What follows belongs to an exercise in optimizing a design on an open flow for small area and a short achievable clock period; a production flow would make more cautious choices.
No run shown here included a check of the RTL's function; only the layout flow was run.
Power is estimated from default activity; no workload was simulated.

==> design.v <==
package systolic_pkg;
    localparam int ARRAY_SIZE = 4;
    localparam int OPERAND_W  = 8;
    localparam int PRODUCT_W  = 16;
    localparam int DIGIT_W = 5;
    localparam logic [15:0] ACC_INIT = 16'h0AC0;
    localparam int DONE_AT = 16;    
endpackage
`timescale 1ns/1ps
module booth_recoder (
    input  logic       clk,
    input  logic       act,
    input  logic       hi,
    input  logic [7:0] b,
    output logic [4:0] dl,    
    output logic [4:0] dh     
);
    function automatic logic [4:0] encode(input logic [2:0] g, input logic en);
        logic one, two, neg;
        one = g[1] ^ g[0];
        two = (g[2] & ~g[1] & ~g[0]) | (~g[2] & g[1] & g[0]);
        neg = g[2];
        encode = en ? {~neg, one | two, neg, two, one} : 5'b0;
    endfunction
    logic [2:0] gl, gh;
    assign gh = hi ? b[7:5] : b[3:1];
    assign gl = hi ? b[5:3] : {b[1:0], 1'b0};
    always_ff @(posedge clk) begin
        dl <= encode(gl, act);
        dh <= encode(gh, act);
    end
endmodule
`timescale 1ns/1ps
module booth_multiplier (
    input  logic [7:0] a,
    input  logic [4:0] d,     
    output logic [8:0] row
);
    logic [8:0] a2;
    assign a2 = {a, 1'b0};
    for (genvar k = 0; k < 8; k++) begin : g_bit
        assign row[k] = ((d[0] & a[k]) | (d[1] & a2[k])) ^ d[2];
    end
    assign row[8] = (d[3] & a[7]) ^ d[4];
endmodule
`timescale 1ns/1ps
module mac_cell (
    input  logic        clk,
    input  logic        keep,
    input  logic        shift,
    input  logic        init,
    input  logic [7:0]  a,
    input  logic [4:0]  dl,
    input  logic [4:0]  dh,
    output logic [15:0] acc
);
    localparam logic [15:0] K = systolic_pkg::ACC_INIT;
    logic [8:0]  rl, rh;
    logic [15:0] f, s, c, sum;
    logic [19:0] acc_sh;
    logic [11:0] cy;       
    logic [3:0]  cs;       
    logic [3:0]  cin;
    logic [16:0] rip;
    logic [3:0]  cout;
    booth_multiplier u_rl (.a(a), .d(dl), .row(rl));
    booth_multiplier u_rh (.a(a), .d(dh), .row(rh));
    assign acc_sh = {acc, 4'b0};
    for (genvar k = 0; k < 16; k++) begin : g_fb
        assign f[k] = (keep & acc[k]) | (shift & acc_sh[k]) | (init & K[k]);
    end
    assign cin[0] = dl[2];
    assign cin[1] = keep & cs[1];
    assign cin[2] = (keep & cs[2]) | (shift & cs[1]);
    assign cin[3] = (keep & cs[3]) | (shift & cs[2]);
    assign s[1:0] = f[1:0];
    assign c[1:0] = rl[1:0];
    assign c[2]   = dh[2];
    assign cy[2:0] = '0;
    for (genvar k = 2; k <= 8; k++) begin : g_csa
        assign s[k]    = f[k] ^ rl[k] ^ rh[k-2];
        assign cy[k+1] = (f[k] & rl[k]) | (f[k] & rh[k-2]) | (rl[k] & rh[k-2]);
    end
    assign c[8:3] = cy[8:3];
    assign s[9]   = f[9] ^ rh[7] ^ cy[9];
    assign cy[10] = (f[9] & rh[7]) | (f[9] & cy[9]) | (rh[7] & cy[9]);
    assign s[10]  = f[10] ^ rh[8] ^ cy[10];
    assign cy[11] = (f[10] & rh[8]) | (f[10] & cy[10]) | (rh[8] & cy[10]);
    assign c[10:9] = '0;
    assign c[11]   = cy[11];
    assign c[15:12] = '0;
    assign s[15:11] = f[15:11];
    for (genvar b = 0; b < 4; b++) begin : g_cpa
        assign {rip[4*b+4], sum[4*b +: 4]} = {1'b0, s[4*b +: 4]} + {1'b0, c[4*b +: 4]} + {4'b0, cin[b]};
    end
    assign rip[0] = 1'b0;
    assign cout = {rip[12], rip[8], rip[4], 1'b0};
    always_ff @(posedge clk) begin
        acc <= sum;
        cs  <= cout;
    end
endmodule
`timescale 1ns/1ps
module array_ctrl (
    input  logic       clk,
    input  logic       rst,
    output logic [3:0] load,       
    output logic       act_next,   
    output logic       hi_next,    
    output logic       keep,       
    output logic       shift,      
    output logic       init,       
    output logic       done
);
    logic [4:0] count;
    always_ff @(posedge clk or negedge rst) begin
        if (!rst) begin
            count <= '0;
            done  <= 1'b0;
        end else begin
            if (count != systolic_pkg::DONE_AT) count <= count + 1'b1;
            if (count == systolic_pkg::DONE_AT) done <= 1'b1;
        end
    end
    for (genvar n = 0; n < 4; n++) begin : g_load
        assign load[n] = (count <= n + 4);
    end
    assign act_next = (count >= 4) && (count <= 11);
    assign hi_next  = (count <= 7);
    always_ff @(posedge clk) begin
        init  <= (count == 4);
        shift <= (count == 8);
        keep  <= (count != 4) && (count != 8);
    end
endmodule
`timescale 1ns/1ps
module systolic_array (
    input  logic           clk,
    input  logic           rst,
    input  logic [31:0]    a_lanes,
    input  logic [31:0]    b_lanes,
    output logic [255:0]   c,
    output logic           done
);
    localparam int N = systolic_pkg::ARRAY_SIZE;
    logic [3:0]  load;
    logic        act_next, hi_next, keep, shift, init;
    logic [7:0]  ra [N][4];
    logic [3:0]  rb_lo [N][4];
    logic [3:0]  rb_hi [N][3];
    logic [7:0]  a_tap [N];
    logic [4:0]  dl [N];
    logic [4:0]  dh [N];
    array_ctrl u_ctrl (
        .clk      (clk),
        .rst      (rst),
        .load     (load),
        .act_next (act_next),
        .hi_next  (hi_next),
        .keep     (keep),
        .shift    (shift),
        .init     (init),
        .done     (done)
    );
    for (genvar n = 0; n < N; n++) begin : g_lane
        always_ff @(posedge clk) begin
            ra[n][0] <= load[n] ? a_lanes[8*n +: 8] : ra[n][3];
            for (int k = 1; k < 4; k++) ra[n][k] <= ra[n][k-1];
        end
        assign a_tap[n] = ra[n][3-n];
        logic [3:0] lo_in;
        logic [7:0] b_rd;
        assign lo_in = load[n] ? b_lanes[8*n +: 4] : rb_lo[n][3];
        always_ff @(posedge clk) begin
            rb_lo[n][0] <= lo_in;
            for (int k = 1; k < 4; k++) rb_lo[n][k] <= rb_lo[n][k-1];
        end
        if (n == 3) begin : g_rd_in
            assign b_rd = {b_lanes[8*n+4 +: 4], lo_in};
        end else begin : g_rd_ring
            always_ff @(posedge clk) begin
                rb_hi[n][0] <= b_lanes[8*n+4 +: 4];
                for (int k = 1; k <= 2 - n; k++) rb_hi[n][k] <= rb_hi[n][k-1];
            end
            assign b_rd = {rb_hi[n][2-n], rb_lo[n][2-n]};
        end
        booth_recoder u_rec (
            .clk (clk),
            .act (act_next),
            .hi  (hi_next),
            .b   (b_rd),
            .dl  (dl[n]),
            .dh  (dh[n])
        );
    end
    for (genvar i = 0; i < N; i++) begin : g_row
        for (genvar j = 0; j < N; j++) begin : g_col
            mac_cell u_cell (
                .clk   (clk),
                .keep  (keep),
                .shift (shift),
                .init  (init),
                .a     (a_tap[i]),
                .dl    (dl[j]),
                .dh    (dh[j]),
                .acc   (c[16*(4*i+j) +: 16])
            );
        end
    end
endmodule
==> run.sh <==
#!/bin/bash
# synth_recipe.tcl (not shown) runs the flow's synth.tcl, then flattens the netlist and writes it again
# the make line also repeats each setting of config.mk as NAME=value (left out here)
make -C /OpenROAD-flow-scripts/flow DESIGN_CONFIG=/design/flow/config.mk WORK_HOME=/design/flow/orfs CLKGATE_MAP_FILE= SYNTH_SCRIPT=/design/flow/synth_recipe.tcl finish
==> config.mk <==
export PLATFORM = sky130hd
export DESIGN_NAME = systolic_array
export DESIGN_NICKNAME = systolic_array
export VERILOG_FILES = /design/flow/design.v
export SDC_FILE = /design/flow/constraint.sdc
export NUM_CORES = 4
export LEC_CHECK = 0
export CAP_MARGIN = 20
export CORE_MARGIN = 2
export CORE_UTILIZATION = 40
export SETUP_SLACK_MARGIN = 3.2
export SLEW_MARGIN = 20
==> constraint.sdc <==
create_clock -name core_clock -period 5.5 [get_ports {clk}]
set_input_delay 1.1000 -clock core_clock [delete_from_list [all_inputs] [get_ports {clk}]]
set_output_delay 1.1000 -clock core_clock [all_outputs]
set_load 0.01 [all_outputs]
==> impl_metrics.json, run 1 <==
{
  "outcome": "finished clean",
  "min_period_ns": 2.672,
  "synthCells": 2971,
  "cts_tree": "yes",
  "layout-drive-gt1-share": 0.4906,
  "crit_start": "u_ctrl.keep$_DFF_P_",
  "n_antenna_cell": 0,
  "antenna_found_initial": 5,
  "ant_nets": 0,
  "wirelength_mm": 124.7,
  "yosysSeqAreaShare": 0.3697,
  "drt-initial-drc-count": 2623,
  "dpl_cell_area_um2": 35890,
  "max_freq_ghz": 0.3742,
  "synth_fp_nets": 3409,
  "htreeDepth": 3,
  "ys_ff_latch": 569,
  "syn_to_final_growth_pct": 47.89,
  "p_sw_frac": 0.3536,
  "detailed_place_hpwl_mm": 71.99,
  "end_kind": "flop",
  "clockRootBuffer": "clkbuf_16",
  "clkPwrFrac": 0.269,
  "initial_core_util": 0.4054,
  "core_region_area_um2": 76200,
  "peakVddDrop_v": 0.0001955,
  "synth_cell_types": 55,
  "clk_latency_ns": 0.62,
  "layout.nets": 4101,
  "wl_per_cell_um": 26.27,
  "synth_edf_count": 0,
  "tightestPinTransition_ns": 0.8466,
  "grt.total_usage": 0.2968,
  "critical_path_class": "reg -> reg",
  "finalSetupTns_ns": 0,
  "syn_area_per_cell_um2": 10.40,
  "p_switching_mw": 6.152,
  "worstReg2RegStart": "u_ctrl.keep$_DFF_P_",
  "hold_viol_final": 0,
  "hold_path_startpoint": "ra[4][7]$_DFF_P_",
  "clkTransAtPathRegs_ns": 0.07,
  "power_mw": 17.40,
  "whs_path_depth": 0,
  "fin_cells": 4746,
  "dp_worst_setup_slack_ns": 1.811,
  "async_flop_share": 0.01054,
  "dr.pass1.iters": 6,
  "yosysTopAreaCellShare": 0.3649,
  "cts.sinks": 569,
  "slew_headroom": 0.4355,
  "final_max_slew_viol_count": 0,
  "via_count": 27110,
  "final_cell_mix": "352 x buf_4, 292 x dfxtp_1, 191 x inv_1",
  "period_share": 0.4859,
  "final_common_cell": "buf_4",
  "grt_start_max_net_pins": 57,
  "path_max_fanout": 14,
  "final_area_um2": 45680,
  "fillers": 5997,
  "avgViaCountPerCell": 5.712,
  "place_inst": 4149,
  "numCtsBuffers": 68,
  "port_buffers": 322,
  "io_pins": 323,
  "rsz0062_at_grt": "yes",
  "p_per_area_nw_per_um2": 380.9,
  "postLayoutSetupSlackWorst_ns": 2.828,
  "r2r_cells": 9,
  "die_area_um2": 79460,
  "ys.flop_type": "dfxtp_1",
  "yosysTopAreaCell": "dfxtp_1",
  "route.detailed.drc": 0,
  "cp.required_ns": 5.97,
  "power.share.combinational": 0.354,
  "grt_pass1_wl_mm": 175.0,
  "die_h_um": 281.9,
  "seq_power_share": 0.377,
  "finalSetupViolCount": 0,
  "place_congestion": 0.8990,
  "grt_pass1_vias": 27000,
  "yosys_warnings": 14,
  "grt.overflow.total": 0,
  "syn_area_um2": 30890,
  "cell_internal_pwr_mw": 11.25,
  "placementRows": 101,
  "clock_path_buffers": 3,
  "startpoint_type": "flop",
  "arrival_ns": 3.14,
  "power.leakage_nw": 19.48,
  "synth_area_leaders": "dfxtp_1 36%, fa_1 13%, a22oi_1 7.4%",
  "maxCapViolCount": 0,
  "hold_path_class": "reg -> reg",
  "finClkSkew_ns": 0.02443,
  "die_width_um": 281.9
}
## area by class of cell
type	instances	area, um^2	share of cell area
clock buffer	92	1974	0.04322
clock inverter	31	331.6	0.007258
inverter	276	1069	0.02339
multi-input combinational	1893	20510	0.4489
sequential	569	12150	0.2659
tap	1030	1289	0.02821
timing repair buffer	853	8347	0.1827
timing repair inverter	2	15.01	0.0003287
## worst max-delay path, cell delays in order (launching register included)
cell        delay, ns
dfxtp_4          0.38
buf_12           0.16
buf_16           0.16
and2_1           0.17
fa_1             0.53
ha_4             0.32
clkinvlp_4       0.11
and3_4           0.17
a2111oi_4        0.34
o311ai_2         0.18
## through the flow
stage / hold slack [ns] / utilization
global placement: 0.3096 / 0.4709
detailed placement: 0.3121 / 0.4709
CTS: 0.3199 / 0.5701
finish: 0.3173 / 0.5995
floorplan: 0.3096 / -
global route: 0.3235 / 0.5995
## synthesized netlist by cell type (12+ instances only)
| library cell | number |
|---|---|
| and3_1 | 23 |
| o21ai_0 | 15 |
| ha_1 | 164 |
| xor2_1 | 192 |
| dfxtp_1 | 563 |
| a21o_1 | 34 |
| buf_1 | 26 |
| nor2b_1 | 17 |
| mux2i_1 | 16 |
| mux2_2 | 37 |
| a22oi_1 | 303 |
| o311ai_0 | 17 |
| nand2_1 | 163 |
| nor2_1 | 32 |
| nand2b_1 | 23 |
| and2_1 | 28 |
| a22o_1 | 81 |
| xnor2_1 | 224 |
| nor3_1 | 37 |
| a221o_1 | 47 |
| clkbuf_1 | 155 |
| o21bai_1 | 17 |
| nand3_1 | 26 |
| a31o_2 | 14 |
| a2111oi_0 | 13 |
| nand3b_1 | 12 |
| buf_2 | 50 |
| a21oi_1 | 50 |
| a221oi_1 | 18 |
| fa_1 | 208 |
| inv_1 | 276 |
## metal layers
| metal | wire [um] | vias to the layer above | track usage |
|---|---|---|---|
| met2 | 53070 | 1566 | 0.4394 |
| met4 | 7542 | 2 | 0.1453 |
| li1 | - | 11650 | - |
| met5 | 62 | - | 0 |
| met3 | 13860 | 399 | 0.08079 |
| met1 | 50130 | 13500 | 0.3990 |
## final timing paths
check / endpoint / slack [ns]
worst min register to register: ra[5][7]$_DFF_P_ / 0.32
max in group asynchronous: u_ctrl.count[4]$_DFFE_PN0P_ / 4.49
min in group asynchronous: u_ctrl.count[2]$_DFFE_PN0P_ / 0.74
worst max register to register: g_row[1].g_col[0].u_cell.acc[3]$_DFF_P_ / 2.83
worst min-delay path: ra[5][7]$_DFF_P_ / 0.32
worst max-delay path: g_row[1].g_col[0].u_cell.acc[3]$_DFF_P_ / 2.83
## timing repair
action	CTS	global route
gates cloned	27	10
hold buffers	0	0
pin swaps	215	234
endpoints found under the setup margin	519	204
buffers inserted	349	88
resized for setup	1783	281
## state kept, by name (all words and copies together) (netlist names)
| name | cells |
|---|---|
| g_lane.u_rec.dh | 20 |
| u_ctrl.init | 1 |
| u_ctrl.done | 1 |
| rb_hi | 24 |
| u_ctrl.count | 5 |
| u_ctrl.shift | 1 |
| g_row.g_col.u_cell.cs | 48 |
| rb_lo | 64 |
| g_row.g_col.u_cell.acc | 256 |
| ra | 128 |
| g_lane.u_rec.dl | 20 |
| u_ctrl.keep | 1 |
## kinds of logic (layout without fill, tap and decap cells)
| group | Yosys count | after routing | share of synthesized area |
|---|---|---|---|
| fa+ha+maj | 372 | 372 | 0.2012 |
| simple gates | 410 | 410 | 0.06635 |
| mux | 54 | 54 | 0.01940 |
| flops | 569 | 569 | 0.3697 |
| compound gates | 640 | 641 | 0.1606 |
| xor+xnor | 416 | 416 | 0.1180 |
| buf+inv | 510 | 1254 | 0.06473 |
## power by group through the flow
stage / logic [mW] / registers, mW / clock network (mW)
2_1_floorplan: 2.60 / 6.25 / 0
3_3_place_gp: 5.26 / 6.47 / 0
3_5_place_dp: 5.47 / 6.50 / 0
4_1_cts: 5.82 / 6.49 / 4.75
5_1_grt: 6.70 / 6.64 / 4.92
6_report: 6.16 / 6.56 / 4.68
==> run 2, diff against run 1 <==
==> flow/run.sh (new file) <==
#!/bin/bash
# Standard layout, but the port buffers are plain buffers instead of the
# delay buffers buffer_ports picks by default.
set -euo pipefail
export BUFFER_PORTS_ARGS="-buffer_cell sky130_fd_sc_hd__buf_2"
bash standard.sh > standard_make.log 2>&1
==> standard.sh (new file) <==
#!/bin/bash
# synth_recipe.tcl (not shown) runs the flow's synth.tcl, then flattens the netlist and writes it again
# the make line also repeats each setting of config.mk as NAME=value (left out here)
make -C /OpenROAD-flow-scripts/flow DESIGN_CONFIG=/design/flow/config.mk WORK_HOME=/design/flow/orfs CLKGATE_MAP_FILE= SYNTH_SCRIPT=/design/flow/synth_recipe.tcl "${@:-finish}"
removed: run.sh
==> run 2 against run 1 <==
Effect of this change: still clean on timing, DRC and antenna; wire length decreased by 3.5%; first-iteration DRC count decreased by 1.6%; non-clock buffer count decreased by 17; worst hold slack got worse by 0.019 ns; critical path depth increased by 1; power decreased by 3.7%; critical endpoint is now g_row[1].g_col[1].u_cell.cs[2]$_DFF_P_.
==> impl_metrics.json, run 2 <==
{
  "outcome": "finished clean",
  "grt_start_max_net_pins": 50,
  "finClkSkew_ns": 0.02985,
  "max_freq_ghz": 0.3726,
  "async_flop_share": 0.01054,
  "crit_family": "adder cells",
  "grt_pass1_wl_mm": 165.5,
  "final_common_cell": "dfxtp_1",
  "syn_area_per_cell_um2": 10.40,
  "power.share.combinational": 0.325,
  "worstReg2RegStart": "g_lane[1].u_rec.dh[0]$_SDFF_PN0_",
  "yosysTopAreaCell": "dfxtp_1",
  "fillers": 6068,
  "placementRows": 101,
  "maxCapViolCount": 0,
  "postCtsHoldBufs": 0,
  "max_stage_delay_ns": 0.45,
  "synth_area_leaders": "dfxtp_1 36%, fa_1 13%, a22oi_1 7.4%",
  "path_max_fanout": 5,
  "yosysSeqAreaShare": 0.3697,
  "startpoint_type": "flop",
  "synth_edf_count": 0,
  "crit_slowest_cell": "fa_1",
  "synth_fp_nets": 3409,
  "port_buffers": 322,
  "largest_reg_flops": 256,
  "top_regs": "g_row.g_col.u_cell.acc (256), ra (128), rb_lo (64)",
  "io_pins": 323,
  "htreeDepth": 3,
  "die_width_um": 281.9,
  "p_per_area_nw_per_um2": 372.7,
  "clkTransAtPathRegs_ns": 0.06,
  "avgViaCountPerCell": 5.634,
  "slew_headroom": 0.4172,
  "cts.sinks": 569,
  "die_h_um": 281.9,
  "layout.nets": 4085,
  "clock_path_buffers": 3,
  "tightestPinTransition_ns": 0.8499,
  "final_cell_mix": "349 x dfxtp_1, 318 x buf_4, 283 x buf_2",
  "worst-path-buf-inv": 2,
  "ys_ff_latch": 569,
  "via_count": 26640,
  "hold_viol_final": 0,
  "place_inst": 4151,
  "clockRootBuffer": "clkbuf_16",
  "ys.flop_type": "dfxtp_1",
  "power_mw": 16.76,
  "postLayoutSetupSlackWorst_ns": 2.816,
  "r2r_cells": 10,
  "seq_power_share": 0.390,
  "yosys_warnings": 14,
  "rsz0062_at_grt": "yes",
  "place_congestion": 0.8727,
  "wirelength_mm": 120.3,
  "grt.overflow.total": 0,
  "core_region_area_um2": 76200,
  "wl_per_cell_um": 25.45,
  "min_period_ns": 2.684,
  "yosys-top-cells-count": "563 x dfxtp_1, 303 x a22oi_1, 276 x inv_1, 224 x xnor2_1, 208 x fa_1",
  "finalSetupViolCount": 0,
  "hold_path_class": "in -> async",
  "r2r_end": "g_row[1].g_col[1].u_cell.cs[2]$_DFF_P_",
  "power.leakage_nw": 19.35,
  "crit_chain": "buf_12 -> buf_4 -> a22oi_2 -> xor2_2 -> fa_1 -> fa_2 -> fa_2 -> nor2b_1 -> o21ai_0 -> nand2b_1",
  "clk_latency_ns": 0.65,
  "finalSetupTns_ns": 0,
  "fin_cells": 4729,
  "ff2ff_setup_slack_ns": 2.82,
  "synth_cell_types": 55,
  "dp_worst_setup_slack_ns": 1.936,
  "cp_common_cell": "fa_2",
  "numCtsBuffers": 68,
  "arrival_ns": 3.26,
  "syn_to_final_growth_pct": 45.58,
  "p_sw_frac": 0.3552,
  "p_switching_mw": 5.953,
  "initial_core_util": 0.4054,
  "period_share": 0.4880,
  "syn_area_um2": 30890,
  "yosysTopAreaCellShare": 0.3649,
  "drt-initial-drc-count": 2582,
  "antenna_found_initial": 8,
  "whs_ns": 0.2981,
  "route.detailed.drc": 0,
  "cell_internal_pwr_mw": 10.81,
  "cp.required_ns": 6.08,
  "peakVddDrop_v": 0.0001925,
  "dr.pass1.iters": 6,
  "grt_pass1_vias": 25370,
  "multiInputGateArea_um2": 20350,
  "top_register": "g_row.g_col.u_cell.acc",
  "synth.most_common_cell": "dfxtp_1",
  "cts_tree": "yes",
  "final_max_slew_viol_count": 0,
  "detailed_place_hpwl_mm": 68.69,
  "final-seq-area_um2": 11920,
  "die_area_um2": 79460,
  "clkPwrFrac": 0.286,
  "critical_path_class": "reg -> reg",
  "layout-drive-gt1-share": 0.4866,
  "grt.total_usage": 0.2809,
  "ant_nets": 0,
  "end_kind": "flop",
  "synthCells": 2971
}
-- run 2: cell counts after synthesis --
No cell type changed its count.
-- run 2: worst max path at each step --
| stage | startpoint | endpoint | cells after the start |
|---|---|---|---|
| after global placement | g_lane[1].u_rec.dl[2]$_SDFF_PN0_ | g_row[2].g_col[1].u_cell.cs[2]$_DFF_P_ | 8 |
| after global routing | ra[12][1]$_DFF_P_ | g_row[3].g_col[0].u_cell.acc[3]$_DFF_P_ | 9 |
| after floorplan | u_ctrl.keep$_DFF_P_ | g_row[0].g_col[1].u_cell.cs[2]$_DFF_P_ | 12 |
| after CTS | u_ctrl.keep$_DFF_P_ | g_row[2].g_col[2].u_cell.acc[11]$_DFF_P_ | 10 |
| after detailed placement | g_lane[0].u_rec.dl[2]$_SDFF_PN0_ | g_row[1].g_col[0].u_cell.acc[3]$_DFF_P_ | 9 |
| final | g_lane[1].u_rec.dh[0]$_SDFF_PN0_ | g_row[1].g_col[1].u_cell.cs[2]$_DFF_P_ | 10 |
-- run 2: cell type report --
class	instances	area share
Antenna cell	2	0.0001113
Clock buffer	84	0.04095
Clock inverter	36	0.01132
Inverter	276	0.02382
Multi-Input combinational cell	1892	0.4525
Sequential cell	569	0.2651
Tap cell	1030	0.02866
Timing Repair Buffer	836	0.1769
Timing Repair inverter	4	0.0006677
-- run 2: logic make-up (layout without fill, tap and decap cells) --
group,Yosys count,in the layout,synth area share
AOI/OAI and AO/OA,640,640,0.1606
xor gates and xnor gates,416,416,0.1180
adders and majority gates,372,372,0.2012
buffers and inverters,510,1236,0.06473
and+or+nand+nor,410,410,0.06635
DFF,569,569,0.3697
other,0,2,0
muxes,54,54,0.01940
-- run 2: power by group through the flow --
stage          clock [mW]  combinational [mW]  sequential, mW
2_1_floorplan           0                2.60            6.25
3_3_place_gp            0                4.46            6.40
3_5_place_dp            0                4.55            6.40
4_1_cts              4.85                5.09            6.46
5_1_grt              5.01                5.97            6.61
6_report             4.79                5.44            6.53
-- run 2: what timing repair did --
item	in CTS	in global routing
cloned	28	12
pin swaps	225	288
setup endpoints to repair	410	203
gates resized for setup	688	303
setup buffers	285	131
hold endpoints to repair	0	0
-- run 2: routing by layer --
layer	global-route usage	wire, um
met4	0.1363	6759
met2	0.4046	50460
met1	0.3918	49520
met5	0	48
met3	0.06886	13550
-- run 2: stage by stage --
step	util	instance area [um^2]
floorplan	-	32270
global placement	0.4505	34330
detailed placement	0.4505	34330
CTS	0.5531	42150
global route	0.5901	44970
finish	0.5902	44970
-- run 2: worst reg2reg max path, stage by stage, from the launching register on --
cell      delay, ns
dfxtp_4        0.39
buf_12         0.16
buf_4          0.15
a22oi_2        0.22
xor2_2         0.24
fa_1           0.45
fa_2           0.39
fa_2           0.37
nor2b_1        0.12
o21ai_0        0.09
nand2b_1       0.08

[port drivers added, routing unchanged]
In the flow no input, the clock included, has a driving cell. The finished layouts below were timed again as built, in two steps.
Step 1, drivers: a clkbuf_16 drives clk and a buf_2 each remaining input, both assumed.
Step 2 times the ports against the registers' clock, not the clock port: input delays grow and output delays shrink by t, the midpoint of the rising clock arrivals with the driver on.
Slacks: ideal / step 1 / step 2; pairs: ideal / step 1.
| run | t (ns) | setup slack, ns | hold slack, ns | latest minus earliest clock arrival (ns) | pins driven straight from the clock port |
|---|---|---|---|---|---|
| run 1 | 0.677 | 2.828 / 2.828 / 2.497 | 0.317 / 0.317 / 0.317 | 0.024 / 0.025 | 1 |
| run 2 | 0.699 | 2.816 / 2.816 / 2.585 | 0.298 / 0.250 / 0.322 | 0.033 / 0.033 | 1 |
After both steps every run listed still meets setup and hold. For run 1, which loses most, drivers alone change the setup slack by 0.000 ns; drivers and shift together by -0.331 ns.
